From an optimization exercise on the open Yosys and OpenROAD flow, aimed at small area; shortcuts taken in it are not production practice. The RTL was checked by simulation tests, not by an equivalence proof against the original design. Power is estimated from default activity; no workload was simulated. The flow treats the clock pin as an ideal source, which a real chip does not have.

==> flow/design.v (excerpt) <==
module mgt01_int_regfile
#(
   parameter int DATA_W      = Modules_pkg::DATA_W,
   parameter int NUM_REGS    = Modules_pkg::NUM_REGS
) (
   input  logic              clk_i,
   input  logic              rst_i,
   input  logic              we_i,
   input  logic [4:0]        r1_iaddr_i,
   input  logic [4:0]        r2_iaddr_i,
   input  logic [4:0]        w_iaddr_i,
   input  logic [DATA_W-1:0] wr_idata_i,
   output logic [DATA_W-1:0] r1_idata_o,
   output logic [DATA_W-1:0] r2_idata_o
);
   logic [NUM_REGS-1:1][DATA_W-1:0] regs;
   logic [NUM_REGS-1:1][DATA_W-1:0] regs_d;
   logic [NUM_REGS*DATA_W-1:0]      regs_flat;
   logic [NUM_REGS-1:1]             wsel_n;
   logic [NUM_REGS-1:1]             wen;
   logic [NUM_REGS-1:1]             hold;
   logic [3:0]                      wlo_dec;
   logic [7:0]                      whi_dec;
   logic                            rst_n;
   logic [DATA_W-1:0]               wbus;
   logic                            phase;
   always_ff @(posedge clk_i) begin
      if (rst_i) phase <= 1'b0;
      else       phase <= !phase;
   end
   assign wbus = rst_i ? {DATA_W{1'b1}} : (wr_idata_i ^ {DATA_W{phase}});
   assign rst_n = !rst_i;
   always_comb begin
      for (int i = 0; i < 4; i++) wlo_dec[i] = we_i && rst_n && (w_iaddr_i[1:0] == 2'(i));
      for (int i = 0; i < 8; i++) whi_dec[i] = (w_iaddr_i[4:2] == 3'(i));
   end
   for (genvar i = 1; i < NUM_REGS; i++) begin : g_wdec
      mgt01_rf_nand2 u_wsel (.a (wlo_dec[i%4]), .b (whi_dec[i/4]), .y (wsel_n[i]));
      mgt01_rf_nand2 u_wen  (.a (rst_n),        .b (wsel_n[i]),    .y (wen[i]));
      mgt01_rf_and2  u_hold (.a (rst_n),        .b (wsel_n[i]),    .y (hold[i]));
   end
   for (genvar i = 1; i < NUM_REGS; i++) begin : g_reg
      for (genvar b = 0; b < DATA_W; b++) begin : g_bit
         mgt01_rf_oai22 u_oai (
            .a1 (regs[i][b]), .a2 (wen[i]),
            .b1 (wbus[b]),    .b2 (hold[i]),
            .y  (regs_d[i][b])
         );
      end
   end
  ...
export LEC_CHECK = 0
export CAP_MARGIN = 20
export CORE_MARGIN = 2
export CORE_UTILIZATION = 65
export SETUP_SLACK_MARGIN = 0.45
export SLEW_MARGIN = 20
export SYNTH_HIERARCHICAL = 1
create_clock -name core_clock -period 6.0 [get_ports {clk_i}]
standard.sh (not shown) runs the stock make flow with config.mk's settings and CLKGATE_MAP_FILE= SYNTH_SCRIPT=/design/flow/synth_recipe.tcl, a recipe that flattens the netlist after the stock synthesis.
==> flow/flow/run.sh <==
#!/bin/bash
# The standard ORFS flow (the standard.sh), with these changes to how the
# layout is made:
#  - synthesis is run first, unchanged;
#  - after synthesis, the largest buffers (buf_6 and up) are added to the
#    don't-use list, so repair_design drives the wide select nets with
#    several small buffers instead of a few very large ones;
#  - ports are buffered with buf_2 instead of the delay cell buffer_ports picks
#    by default;
#  - clock tree: clkbuf_16 only, larger sink clusters, no dummy loads.
# ORFS writes each step's log under orfs/logs; make's output goes to
# flow_synth.log and flow_make.log here.
set -euo pipefail
PLATFORM_DONT_USE=$(sed -n '/DONT_USE_CELLS += /,/^#/p' "$FLOW_HOME/platforms/sky130hd/config.mk" \
  | grep -o 'sky130_fd_sc_hd__[a-z0-9_]*' | tr '\n' ' ')
bash standard.sh synth > flow_synth.log 2>&1
bash standard.sh \
  "DONT_USE_CELLS=$PLATFORM_DONT_USE sky130_fd_sc_hd__buf_6 sky130_fd_sc_hd__buf_8 sky130_fd_sc_hd__buf_12 sky130_fd_sc_hd__buf_16 sky130_fd_sc_hd__bufbuf_8 sky130_fd_sc_hd__bufbuf_16" \
  "BUFFER_PORTS_ARGS=-buffer_cell sky130_fd_sc_hd__buf_2" \
  "CTS_ARGS=-sink_clustering_enable -repair_clock_nets -dont_use_dummy_load -buf_list sky130_fd_sc_hd__clkbuf_16 -sink_clustering_size 30 -sink_clustering_max_diameter 80" \
  finish > flow_make.log 2>&1
The starting point finished clean.
Edit:
--- a/flow/config.mk
+++ b/flow/config.mk
@@ -9,3 +9,3 @@
 export CORE_MARGIN = 2
-export CORE_UTILIZATION = 65
+export CORE_UTILIZATION = 68
 export SETUP_SLACK_MARGIN = 0.45
After rerunning:
- The changed run finished clean
- count of clock-buffer cells in the layout falls by 2
- worst hold slack is better by 0.0044 ns
- clock power falls by about 3%
Edit:
--- a/flow/config.mk
+++ b/flow/config.mk
@@ -9,4 +9,4 @@
 export CORE_MARGIN = 2
-export CORE_UTILIZATION = 68
-export SETUP_SLACK_MARGIN = 0.45
+export CORE_UTILIZATION = 60
+export SETUP_SLACK_MARGIN = 0.3
 export SLEW_MARGIN = 20
Effect: Worst setup slack is better by 0.12 ns. Area after synthesis is unchanged. Via count hardly moves. Die area increases by 13%. Power increases by 1.5%. Synthesized cell count is unchanged. Final area increases by 0.87%. Core utilization decreases by 8.6 points. Wire length increases by 8.2%. First-iteration DRC count decreases by 6.8%.

[afterwards: timing with drivers on the ports]
The results above use ideal ports. As a check the final layouts listed here were re-extracted and re-timed, cells and wires unchanged.
Step 1 assumes that a clkbuf_16 drives the clock port and a buf_2 every other input.
Step 2 moves the port delays by t, midway between the first and last clock arrival at a register: inputs arrive t later, outputs are due t later. That takes back most of the time a late clock gives input paths.
a / b / c = ideal / step 1 / step 2; a / b = the first two.
| run | t (ns) | slack for setup (ns) | latest minus earliest clock arrival (ns) | cell pins on the clock port's net |
|---|---|---|---|---|
| the first run | 0.685 | 0.227 / 0.205 / 0.205 | 0.051 / 0.052 | 1 |
| the second run | 0.683 | 0.217 / 0.199 / 0.199 | 0.053 / 0.053 | 1 |
| the third run | 0.692 | 0.337 / 0.316 / 0.316 | 0.070 / 0.070 | 1 |
After both steps setup and hold are still met in every run listed. The setup slack of the first run, which loses most, moves by -0.022 ns with the drivers and by -0.022 ns with both steps.
